This is an optimization exercise on Yosys and OpenROAD, whose aim is a short achievable clock period and few clock cycles, not a production implementation. The RTL was checked by simulation tests, not by an equivalence proof against the original design. No driver is modelled on the clock port, so clock power and skew are understated where the tree is cut down; a real chip needs a root buffer or a tree. No activity file was given, so power comes from the tool's default toggle rates.

## wip/harbor
// axi_mem
module axi_mem (
  input  wire        aclk,
  input  wire        arstn,
  input  wire [3:0]  arid,
  input  wire [31:0] araddr,
  input  wire [3:0]  arlen,
  input  wire [2:0]  arsize,
  input  wire        arvalid,
  output wire        arready,
  input  wire [3:0]  awid,
  input  wire [31:0] awaddr,
  input  wire [3:0]  awlen,
  input  wire [2:0]  awsize,
  input  wire        awvalid,
  output wire        awready,
  input  wire [31:0] wdata,
  input  wire [3:0]  wstrb,
  input  wire        wlast,
  input  wire        wvalid,
  output wire        wready,
  output wire [3:0]  rid,
  output wire [31:0] rdata,
  output wire [1:0]  rresp,
  output wire        rlast,
  output wire        rvalid,
  input  wire        rready,
  output wire [3:0]  bid,
  output wire [1:0]  bresp,
  output wire        bvalid,
  input  wire        bready
);
Size: about 3300 cells after synthesis, ~1400 flip-flops, about 180 I/O pins.
export LEC_CHECK = 0
export CAP_MARGIN = 20
export CORE_MARGIN = 2
export CORE_UTILIZATION = 55
export PLACE_DENSITY = 0.75
export SETUP_SLACK_MARGIN = 4.0
export SLEW_MARGIN = 20
export TNS_END_PERCENT = 100
create_clock -name core_clock -period 6.0 [get_ports {aclk}]
standard.sh (not shown) runs the stock make flow with config.mk's settings and CLKGATE_MAP_FILE= SYNTH_SCRIPT=/design/flow/synth_recipe.tcl, a recipe that flattens the netlist after the stock synthesis.
==> flow/flow/run.sh <==
#!/bin/bash
# Standard ORFS flow (the standard.sh) with three changes:
# - the ports get sky130_fd_sc_hd__buf_8 buffers (sized later as usual)
#   instead of the delay cells buffer_ports picks by default;
# - before CTS, flow/move_hook.tcl moves each output's flip-flop next to the
#   port's output buffer;
# - the clock tree is built by flow/cts_hook.tcl (sourced before CTS; it
#   replaces clock_tree_synthesis): 4 root buffers on the clock port, each
#   driving the leaf buffers of one quadrant.
# The make output goes to standard_flow.log; each tool's own logs stay under
# orfs/logs.
set -euo pipefail
export FLOW_CTS_LEAVES=56
export FLOW_CTS_LEAF_CELL=sky130_fd_sc_hd__clkbuf_16
export FLOW_CTS_ROOT_CELL=sky130_fd_sc_hd__clkbuf_16
export FLOW_MOVE_OUTPUTS=1
cat flow/move_hook.tcl flow/cts_hook.tcl > pre_cts.tcl
bash standard.sh finish PRE_CTS_TCL=$PWD/pre_cts.tcl \
  BUFFER_PORTS_ARGS="-buffer_cell sky130_fd_sc_hd__buf_8" > standard_flow.log 2>&1
==> flow/flow/cts_hook.tcl <==
# Clock tree built by hand: the clock port drives 4 root buffers (one per
# quadrant of the sinks), each root drives the leaf buffers of its quadrant,
# and each leaf drives a compact, equal-sized group of flip-flop clock pins.
# Every sink sits behind exactly two buffers of the same type, so the tree is
# balanced; it replaces TritonCTS, which adds a third level.
proc my_bisect {pts nleaf} {
  # pts: list of {x y iterm}; split along the longer side into groups whose
  # sizes follow the number of leaves on each side
  if {$nleaf <= 1} { return [list $pts] }
  set xs [lmap p $pts {lindex $p 0}]
  set ys [lmap p $pts {lindex $p 1}]
  set w [expr {[tcl::mathfunc::max {*}$xs] - [tcl::mathfunc::min {*}$xs]}]
  set h [expr {[tcl::mathfunc::max {*}$ys] - [tcl::mathfunc::min {*}$ys]}]
  set k [expr {$w >= $h ? 0 : 1}]
  set s [lsort -integer -index $k $pts]
  set n [llength $s]
  set n1 [expr {$nleaf / 2}]
  set n2 [expr {$nleaf - $n1}]
  set m [expr {($n * $n1) / $nleaf}]
  return [concat [my_bisect [lrange $s 0 [expr {$m - 1}]] $n1] \
                 [my_bisect [lrange $s $m end] $n2]]
}

proc my_centroid {pts} {
  set sx 0; set sy 0
  foreach p $pts { set sx [expr {$sx + [lindex $p 0]}]; set sy [expr {$sy + [lindex $p 1]}] }
  set n [llength $pts]
  return [list [expr {$sx / $n}] [expr {$sy / $n}]]
}

proc clock_tree_synthesis {args} {
  if {[info exists ::env(FLOW_MOVE_OUTPUTS)] && $::env(FLOW_MOVE_OUTPUTS)} {
    my_move_output_flops
  }
  set nroot 4
  set nleaf $::env(FLOW_CTS_LEAVES)
  set leafcell $::env(FLOW_CTS_LEAF_CELL)
  set rootcell $::env(FLOW_CTS_ROOT_CELL)
  set db [ord::get_db]
  set block [ord::get_db_block]
  set clk [$block findNet aclk]
  set lm [$db findMaster $leafcell]
  set rm [$db findMaster $rootcell]
  set pts {}
  foreach it [$clk getITerms] {
    set bb [[$it getInst] getBBox]
    lappend pts [list [expr {([$bb xMin] + [$bb xMax]) / 2}] [expr {([$bb yMin] + [$bb yMax]) / 2}] $it]
  }
  puts "my_cts: [llength $pts] sinks, $nroot roots, $nleaf leaves"
  set per_root [expr {$nleaf / $nroot}]
  set quads [my_bisect $pts $nroot]
  set li 0
  set ri 0
  foreach q $quads {
    set rnet [odb::dbNet_create $block "clknet_root_$ri"]
    $rnet setSigType CLOCK
    set leaves [my_bisect $q $per_root]
    set lpts {}
    foreach g $leaves {
      set c [my_centroid $g]
      set inst [odb::dbInst_create $block $lm "clkbuf_leaf_$li"]
      $inst setLocation [lindex $c 0] [lindex $c 1]
      $inst setPlacementStatus PLACED
      set lnet [odb::dbNet_create $block "clknet_leaf_$li"]
      $lnet setSigType CLOCK
      foreach p $g {
        set it [lindex $p 2]
        $it disconnect
        $it connect $lnet
      }
      [$inst findITerm X] connect $lnet
      [$inst findITerm A] connect $rnet
      lappend lpts [list [lindex $c 0] [lindex $c 1]]
      puts "my_cts: leaf $li root $ri sinks [llength $g] at $c"
      incr li
    }
    set c [my_centroid $lpts]
    set rinst [odb::dbInst_create $block $rm "clkbuf_root_$ri"]
    $rinst setLocation [lindex $c 0] [lindex $c 1]
    $rinst setPlacementStatus PLACED
    [$rinst findITerm X] connect $rnet
    [$rinst findITerm A] connect $clk
    puts "my_cts: root $ri at $c"
    incr ri
  }
  global_connect
  set_propagated_clock [all_clocks]
}
Other scripts of this flow, unchanged in this note and not shown: flow/flow/move_hook.tcl
Testbench counts of wip/harbor, summed over its fixed seeds: cycles 84,364.
For wip/raven, these inputs were changed with respect to wip/harbor:
- a change of CORE_UTILIZATION from 55 to 65
- a deleted PLACE_DENSITY that had been 0.75
Results
- The final layout from wip/harbor, which completed every stage, passed the timing, DRC and antenna checks at the end of the flow.
- wip/raven | status: complete | timing, DRC, antenna: pass
- Looking at wip/raven and wip/harbor, the number of cells traversed by the worst hold path is a wash.
- Compared with wip/harbor, count of cells resized by post-cts repair in wip/raven decreased by more than 10%.
- As far as flip-flop and latch area is concerned, wip/harbor and wip/raven perform about the same.
- Between wip/raven and wip/harbor, it is wip/raven whose non-filler instance count after layout is lower, by 219.
- For biggest cell delay along the critical path, wip/harbor and wip/raven come out practically identical.
- wip/raven has design area below what wip/harbor had.
--- input diff wip/raven..wip/violet ---
- changing CORE_UTILIZATION from 65 to 55
- setting PLACE_DENSITY to 0.75 for the first time
-- flow/flow/run.sh --
<<< wip/raven, line 12
set -euo pipefail
export FLOW_CTS_LEAVES=56
export FLOW_CTS_LEAF_CELL=sky130_fd_sc_hd__clkbuf_16
>>> wip/violet, line 12
set -euo pipefail
export FLOW_CTS_LEAVES=60
export FLOW_CTS_LEAF_CELL=sky130_fd_sc_hd__clkbuf_16
## What came out
Per the final summary, wip/violet finished and its layout is clean on timing, DRC and antenna. As far as critical path's largest stage delay is concerned, wip/violet and wip/raven perform about the same. On slack of the critical path, wip/violet and wip/raven are basically level. Final design area excluding fillers delta for wip/violet relative to wip/raven: 0.90% higher. Die: wip/violet bigger than wip/raven. From wip/raven to wip/violet the numbers moved as follows: met2 layer usage reported by global route dropped 10 points, worst hold slack dropped 0.0033 ns, wire length dropped about 2.3%. Half-perimeter wire length after placement shrinks by a few percent when moving from wip/raven to wip/violet. Looking at wip/violet and wip/raven, the clock-pin slew on the worst setup and hold paths is a wash. Diff wip/raven..wip/violet | sequential cell power | negligible.
[inputs] wip/juniper vs wip/violet
-- flow/flow/run.sh --
<<< wip/violet, line 12
set -euo pipefail
export FLOW_CTS_LEAVES=60
export FLOW_CTS_LEAF_CELL=sky130_fd_sc_hd__clkbuf_16
export FLOW_CTS_ROOT_CELL=sky130_fd_sc_hd__clkbuf_16
export FLOW_MOVE_OUTPUTS=1
>>> wip/juniper, line 12
set -euo pipefail
export FLOW_CTS_LEAVES=56
export FLOW_CTS_LEAF_CELL=sky130_fd_sc_hd__clkbuf_16
export FLOW_CTS_ROOT_CELL=sky130_fd_sc_hd__buf_16
export FLOW_MOVE_OUTPUTS=1
wip/violet and wip/juniper ended up with roughly the same number of inserted filler cells in the final layout. Summary of wip/juniper over wip/violet: maximum frequency increased by about 1.6% relative to the old numbers, multi-input combinational gate total has remained practically unchanged. Area of all placed cells without fillers: wip/violet vs wip/juniper — no meaningful difference. wip/juniper vs. wip/violet: layout-stage area growth over the synthesis result saw a decrease, global-route usage ~0 delta.
What wip/sierra does differently from wip/juniper at the input level:
-- flow/flow/run.sh --
<<< wip/juniper, line 12
set -euo pipefail
export FLOW_CTS_LEAVES=56
export FLOW_CTS_LEAF_CELL=sky130_fd_sc_hd__clkbuf_16
>>> wip/sierra, line 12
set -euo pipefail
export FLOW_CTS_LEAVES=52
export FLOW_CTS_LEAF_CELL=sky130_fd_sc_hd__clkbuf_16
Notes after the runs:
wip/juniper and wip/sierra ended up with roughly the same hold slack. Per the comparison of wip/sierra with wip/juniper, flip-flop and latch area essentially unchanged; number of standard cells in the final layout excluding fillers essentially unchanged; global-route wire length before repair decreased 770 µm; sequential share of layout area essentially unchanged. Lower growth of design area from synthesis to finish goes to wip/sierra over wip/juniper.
Setup changes, wip/sierra to wip/amber
==> flow/flow/run.sh <==
#!/bin/bash
# Standard ORFS flow (the standard.sh) with three changes:
# - the ports get sky130_fd_sc_hd__buf_4 buffers (sized later as usual)
#   instead of the delay cells buffer_ports picks by default;
# - before CTS, flow/move_hook.tcl moves each output's flip-flop next to the
#   port's output buffer;
# - the clock tree is built by flow/cts_hook.tcl (sourced before CTS; it
#   replaces clock_tree_synthesis): 4 root buffers on the clock port, each
#   driving the leaf buffers of one quadrant.
# The make output goes to standard_flow.log; each tool's own logs stay under
# orfs/logs.
set -euo pipefail
export FLOW_CTS_LEAVES=56
export FLOW_CTS_LEAF_CELL=sky130_fd_sc_hd__clkbuf_16
export FLOW_CTS_ROOT_CELL=sky130_fd_sc_hd__buf_16
export FLOW_MOVE_OUTPUTS=1
cat flow/move_hook.tcl flow/cts_hook.tcl > pre_cts.tcl
bash standard.sh finish PRE_CTS_TCL=$PWD/pre_cts.tcl \
  BUFFER_PORTS_ARGS="-buffer_cell sky130_fd_sc_hd__buf_4" > standard_flow.log 2>&1
-- flow/flow/cts_hook.tcl --
<<< wip/sierra, line 3
# and each leaf drives a compact, equal-sized group of flip-flop clock pins.
# Every sink sits behind exactly two buffers of the same type, so the tree is
# balanced; it replaces TritonCTS, which adds a third level.
proc my_bisect {pts nleaf} {
>>> wip/amber, line 3
# and each leaf drives a compact, equal-sized group of flip-flop clock pins.
# Every sink sits behind exactly one root and one leaf buffer, so the tree
# is balanced; it replaces TritonCTS, which adds a third level.
proc my_bisect {pts nleaf} {
--- outcome ---
wip/amber completed every stage of the flow, and the final layout passed the timing, DRC and antenna checks. Diff wip/sierra -> wip/amber | power drawn by the clock network | increase of about 3%. A uppermost layer routed of met5 is what wip/amber shows, while met4 belongs to wip/sierra. Global placement routability congestion essentially unchanged between wip/sierra and wip/amber. In wip/amber relative to wip/sierra, finished layout cell area had gone down slightly.
No run of this note takes its clock network from TritonCTS; it comes from the design's own scripts or RTL.

[port drivers added, routing unchanged]
In the flow no input, the clock included, has a driving cell. The finished layouts below were timed again as built, in two steps.
Step 1, drivers: a clkbuf_16 drives aclk and a buf_2 each remaining input, both assumed.
Step 2 adds t to the input delays and takes it off the output delays; t is the mean of the earliest and latest rising clock arrival at the registers after step 1. Input paths then give back, and output paths get back, about the clock's delay inside the block.
Three values: ideal, step 1, step 2; two values: the first two.
| run | shift t [ns] | slack for setup (ns) | worst setup path at the end |
|---|---|---|---|
| wip/harbor | 0.625 | 3.799 / 3.646 / 3.471 | input to register |
| wip/raven | 0.617 | 3.784 / 3.635 / 3.408 | input to register |
| wip/violet | 0.637 | 3.783 / 3.630 / 3.457 | input to register |
| wip/juniper | 0.619 | 3.819 / 3.651 / 3.427 | input to register |
| wip/sierra | 0.615 | 3.809 / 3.634 / 3.480 | input to register |
| wip/amber | 0.625 | 3.824 / 3.651 / 3.417 | input to register |
After both steps setup and hold are still met in every run listed. The setup slack of wip/amber, which loses most, moves by -0.173 ns with the drivers and by -0.407 ns with both steps.
